Source: an optimization exercise on an open RTL-to-GDS flow (aim: small area). Production flows keep margins and buffers that such runs may drop.
Only simulation tests tie the RTL to the original design; equivalence was not proved.
No activity file was given, so power comes from the tool's default toggle rates.

==> flow/design.v <==
`timescale 1ns/1ps
module cpu (
	input  logic        clk,
	input  logic        rst_n,
	output logic [15:0] pc,
	input  logic [15:0] instr,
	output logic        hlt,
	output logic        dmem_valid,
	output logic        dmem_write,
	output logic [15:0] dmem_addr,
	output logic [15:0] dmem_wdata,
	input  logic        dmem_ready,
	input  logic [15:0] dmem_rdata
);
	localparam logic [2:0] S_EX0  = 3'd1;
	localparam logic [2:0] S_EX1  = 3'd7;
	localparam logic [2:0] S_EX2  = 3'd4;
	localparam logic [2:0] S_MEM  = 3'd5;
	localparam logic [2:0] S_MEMW = 3'd3;
	localparam logic [2:0] S_CLR  = 3'd0;
	localparam logic [2:0] S_HALT = 3'd2;
	localparam logic [2:0] S_PC   = 3'd6;
	logic [3:0]   cnt;
	logic [2:0]   st;
	logic [15:1]  pcr;
	logic [15:1]  a;
	logic [15:0]  t;
	logic [239:0] rf;
	logic         z, n, v, c;
	logic         tk;
	wire [3:0] op   = instr[15:12];
	wire [3:0] f_rd = instr[11:8];
	wire [3:0] f_rs = instr[7:4];
	wire [3:0] f_rt = instr[3:0];
	wire first = (cnt == 4'd0);
	wire last  = (cnt == 4'd15);
	wire ex0 = (st == S_EX0);
	wire ex1 = (st == S_EX1);
	wire ex2 = (st == S_EX2);
	wire mem = (st == S_MEM);
	wire clr = (st == S_CLR);
	wire ppc = (st == S_PC);
	wire is_addsub = (op[3:1] == 3'b000);
	wire is_sub    = (op == 4'h1);
	wire is_xor    = (op == 4'h2);
	wire is_sll    = (op == 4'h4);
	wire is_lw     = (op == 4'h8);
	wire is_sw     = (op == 4'h9);
	wire is_ldi    = (op[3:1] == 3'b101);
	wire is_br     = (op == 4'hC);
	wire is_hlt    = (op == 4'hF);
	wire x_addsub  = ~op[3] & ~op[2] & ~op[1];
	wire x_xor     = op[1];
	wire x_sll     = op[2];
	wire x_lw      = op[3] & ~op[0];
	wire x_sw      = op[3] & op[0];
	logic cond;
	always_comb begin
		case (instr[11:9])
			3'd0: cond = ~z;
			3'd1: cond = z;
			3'd2: cond = ~z & ~n;
			3'd3: cond = n;
			3'd4: cond = z | ~n;
			3'd5: cond = z | n;
			3'd6: cond = v;
			default: cond = 1'b1;
		endcase
	end
	logic [3:0] ridx;
	always_comb begin
		if (ex0) begin
			if (op[3]) ridx = (op[1] | op[0]) ? f_rd : f_rs;
			else       ridx = op[2] ? f_rs : f_rt;
		end else begin
			ridx = f_rs;
		end
	end
	logic [15:0] rlsb;
	always_comb begin
		rlsb[0] = 1'b0;
		for (int k = 1; k < 16; k++) rlsb[k] = rf[16*(k-1)];
	end
	logic [3:0] rl1;
	always_comb
		for (int g = 0; g < 4; g++) rl1[g] = rlsb[{g[1:0], ridx[1:0]}];
	wire rbit = rl1[ridx[3:2]];
	wire pass_addr = (ex0 & is_lw) | (ex1 & x_sw);
	wire end0      = ~is_addsub & ~is_xor & ~is_sll & ~is_lw & ~is_sw;
	wire end1      = x_xor | x_sll | x_lw;
	logic immbit;
	logic offbit;
	always_comb begin
		case (cnt)
			4'd1: immbit = instr[0];
			4'd2: immbit = instr[1];
			4'd3: immbit = instr[2];
			default: immbit = instr[3];
		endcase
		offbit = cnt[3] ? instr[8] : instr[cnt[2:0]];
	end
	logic add_a;
	logic add_b;
	always_comb begin
		if (ppc) begin
			add_a = pcr[1];
			add_b = tk & t[0];
		end else if (pass_addr) begin
			add_a = rbit;
			add_b = ~first & immbit;
		end else begin
			add_a = rbit;
			add_b = t[0] ^ op[0];
		end
	end
	wire cin  = first ? (ppc | (op[0] & ~pass_addr)) : c;
	wire sum  = add_a ^ add_b ^ cin;
	wire cout = (add_a & add_b) | (cin & (add_a ^ add_b));
	wire ovf  = (add_a == add_b) & (sum != add_a);
	wire ge  = (cnt >= f_rt);
	wire sat = last ? n : ~n;
	logic wbit;
	logic wen;
	always_comb begin
		wbit = 1'b0;
		wen  = 1'b0;
		if (clr) begin
			wen = 1'b1;
		end else if (ex0 & is_ldi) begin
			wen  = 1'b1;
			wbit = (cnt[3] ^ op[0]) ? instr[cnt[2:0]] : rbit;
		end else if (ex1) begin
			wen  = end1;
			wbit = x_xor ? rbit ^ t[0] : x_sll ? ge & t[0] : t[0];
		end else if (ex2) begin
			wen  = 1'b1;
			wbit = v ? sat : sum;
		end
	end
	wire zpass = (ex1 & (x_xor | x_sll)) | ex2;
	always_ff @(posedge clk) begin
		for (int k = 1; k < 16; k++) begin
			rf[16*(k-1) +: 16] <= {(wen & (clr | f_rd == k[3:0])) ? wbit : rf[16*(k-1)],
				rf[16*(k-1)+1 +: 15]};
		end
	end
	always_ff @(posedge clk) begin
		if (pass_addr) a <= {sum, a[15:2]};
		if ((ppc | clr) & ~last) pcr <= {sum & ~clr, pcr[15:2]};
	end
	wire t_ld = mem & dmem_ready;
	wire t_sh = ~mem & (st != S_MEMW) & ~(ex1 & x_sll & ~ge);
	always_ff @(posedge clk) begin
		if (t_ld)      t <= dmem_rdata;
		else if (t_sh) t <= {ex0 ? ((op[3] & op[2]) ? offbit : rbit) : t[0], t[15:1]};
	end
	always_ff @(posedge clk) begin
		c <= cout;
		if (ex0) tk <= is_br & cond;
		if (clr) begin
			z <= 1'b0;
			n <= 1'b0;
			v <= 1'b0;
		end else begin
			if (zpass) z <= (first | z) & ~wbit;
			if (ex1 & x_addsub & last) begin
				n <= add_a;
				v <= ovf;
			end
			if (ex2 & last) n <= wbit;
		end
	end
	logic [2:0] st_nx;
	always_comb begin
		st_nx = st;
		case (st)
			S_CLR:  if (last) st_nx = S_EX0;
			S_EX0:  if (last) st_nx = is_hlt ? S_HALT : end0 ? S_PC : is_lw ? S_MEM : S_EX1;
			S_EX1:  if (last) st_nx = end1 ? S_PC : x_sw ? S_MEM : S_EX2;
			S_EX2:  if (last) st_nx = S_PC;
			S_PC:   if (last) st_nx = S_EX0;
			S_MEM:  if (dmem_ready) st_nx = !last ? S_MEMW : op[0] ? S_PC : S_EX1;
			S_MEMW: if (last) st_nx = op[0] ? S_PC : S_EX1;
			default: st_nx = st;
		endcase
	end
	always_ff @(posedge clk) begin
		if (!rst_n) begin
			st  <= S_CLR;
			cnt <= 4'd0;
		end else begin
			st  <= st_nx;
			cnt <= cnt + 4'd1;
		end
	end
	assign pc         = {pcr, 1'b0};
	assign hlt        = (st == S_HALT);
	assign dmem_valid = mem;
	assign dmem_write = op[0];
	assign dmem_addr  = {a, 1'b0};
	assign dmem_wdata = t;
endmodule
export LEC_CHECK = 0
export ABC_AREA = 1
export CAP_MARGIN = 20
export CORE_MARGIN = 2
export CORE_UTILIZATION = 40
export SLEW_MARGIN = 20
create_clock -name core_clock -period 10.0 [get_ports {clk}]
standard.sh (not shown) runs the stock make flow with config.mk's settings and CLKGATE_MAP_FILE= SYNTH_SCRIPT=/design/flow/synth_recipe.tcl, a recipe that flattens the netlist after the stock synthesis.
==> flow/flow/run.sh <==
#!/bin/bash
# The standard ORFS flow (standard.sh), with:
#  - an area-oriented ABC script for mapping the combinational logic
#    (registers are mapped before ABC runs, so they are the standard ones)
#  - no extraction of half/full adder cells before ABC (ABC maps them better)
#  - buf_1 cells as the port buffers
#  - a clock tree of clkbuf_4 cells without dummy loads
#  - power recovery (downsizing cells with slack) after global routing,
#    followed by a design repair pass for any slew it breaks
set -euo pipefail
rm -rf scripts_area
cp -r "$FLOW_HOME/scripts" scripts_area
cp flow/abc_area.script scripts_area/abc_area.script
# after power recovery, repair any slew or capacitance it broke and legalize
python3 - <<'PY'
p = "scripts_area/util.tcl"
s = open(p).read()
a = """  log_cmd repair_timing {*}$additional_args
  report_tns"""
assert a in s
s = s.replace(a, """  log_cmd repair_timing {*}$additional_args
  repair_design_helper
  log_cmd detailed_placement
  report_tns""", 1)
open(p, "w").write(s)
PY
export RECOVER_POWER=100
export BUFFER_PORTS_ARGS="-buffer_cell sky130_fd_sc_hd__buf_1"
export CTS_ARGS="-sink_clustering_enable -repair_clock_nets -dont_use_dummy_load -buf_list sky130_fd_sc_hd__clkbuf_4 -sink_clustering_size 11 -sink_clustering_max_diameter 65"
bash standard.sh SCRIPTS_DIR="$PWD/scripts_area" ADDER_MAP_FILE= finish > standard.log 2>&1
==> flow/flow/abc_area.script <==
strash
dc2
&get -n
&deepsyn -T 60
&dch -f
&nf -a -R 1000
&put
Change:
--- a/flow/flow/run.sh
+++ b/flow/flow/run.sh
@@ -28,3 +28,3 @@
 export BUFFER_PORTS_ARGS="-buffer_cell sky130_fd_sc_hd__buf_1"
-export CTS_ARGS="-sink_clustering_enable -repair_clock_nets -dont_use_dummy_load -buf_list sky130_fd_sc_hd__clkbuf_4 -sink_clustering_size 11 -sink_clustering_max_diameter 65"
+export CTS_ARGS="-sink_clustering_enable -repair_clock_nets -dont_use_dummy_load -buf_list sky130_fd_sc_hd__clkbuf_4 -sink_clustering_size 11 -sink_clustering_max_diameter 50"
 bash standard.sh SCRIPTS_DIR="$PWD/scripts_area" ADDER_MAP_FILE= finish > standard.log 2>&1
Outcome:
- synthesized cell count stays the same
- worst setup slack gets worse by 20 ps
- clock power barely changes
- area after synthesis does not change
- hold slack improved by 21 ps
- power hardly moves
- global-route usage barely changes
- final area is unchanged
- combinational power barely changes
Change:
--- a/flow/flow/run.sh
+++ b/flow/flow/run.sh
@@ -28,3 +28,3 @@
 export BUFFER_PORTS_ARGS="-buffer_cell sky130_fd_sc_hd__buf_1"
-export CTS_ARGS="-sink_clustering_enable -repair_clock_nets -dont_use_dummy_load -buf_list sky130_fd_sc_hd__clkbuf_4 -sink_clustering_size 11 -sink_clustering_max_diameter 50"
+export CTS_ARGS="-sink_clustering_enable -repair_clock_nets -dont_use_dummy_load -buf_list sky130_fd_sc_hd__clkbuf_4 -sink_clustering_size 10 -sink_clustering_max_diameter 50"
 bash standard.sh SCRIPTS_DIR="$PWD/scripts_area" ADDER_MAP_FILE= finish > standard.log 2>&1
==> flow/flow/abc_area.script (replaced) <==
strash
dc2
dc2
dc2
&get -n
&dch -f
&nf -a -R 1000
&put
=> The changed run ran to the end with no violations. Clock power increases by 7.7%. Clock-buffer cell count increases by 6. Die area increases by 0.49%. Hold slack gains 7.4 ps. Core utilization increases by 0.26 points. Total power increases by 54%. Via count increases by 2.5%. Cell count increases by 2.5%.
Change:
--- a/flow/flow/run.sh
+++ b/flow/flow/run.sh
@@ -28,3 +28,3 @@
 export BUFFER_PORTS_ARGS="-buffer_cell sky130_fd_sc_hd__buf_1"
-export CTS_ARGS="-sink_clustering_enable -repair_clock_nets -dont_use_dummy_load -buf_list sky130_fd_sc_hd__clkbuf_4 -sink_clustering_size 10 -sink_clustering_max_diameter 50"
+export CTS_ARGS="-sink_clustering_enable -repair_clock_nets -dont_use_dummy_load -buf_list sky130_fd_sc_hd__clkbuf_4 -sink_clustering_size 11 -sink_clustering_max_diameter 50"
 bash standard.sh SCRIPTS_DIR="$PWD/scripts_area" ADDER_MAP_FILE= finish > standard.log 2>&1
The new run passed the timing, design-rule and antenna checks.
Worst setup slack is better by 26 ps.
Final area is about the same.
Combinational power barely changes.
Sequential power is about the same.
Sequential share of layout area goes up by 0.19 points.
Core utilization goes down by 0.12 points.

==> port drivers added, routing unchanged <==
How much do the figures lean on ideal ports? The routed layouts below were timed once more, with nothing changed but the port constraints. Step 1: set_driving_cell puts a clkbuf_16 on clk and a buf_2 on each other input, an assumption about the parent block. Step 2 times the ports against the registers' clock, not the clock port: input delays grow and output delays shrink by t, the midpoint of the rising clock arrivals with the driver on. Three values: no drivers, after step 1, after step 2; two values: the first two.
run | t, ns | setup slack, ns | slew at the worst register clock pin (ns)
the first run | 0.665 | 4.416 / 4.428 / 3.763 | 0.12 / 0.12
the second run | 0.675 | 4.396 / 4.408 / 3.732 | 0.11 / 0.11
the third run | 0.619 | 3.727 / 3.737 / 3.118 | 0.11 / 0.11
the fourth run | 0.609 | 3.752 / 3.762 / 3.153 | 0.11 / 0.11
After both steps setup and hold are still met in every run listed. The setup slack of the second run, which loses most, moves by +0.012 ns with the drivers and by -0.664 ns with both steps.
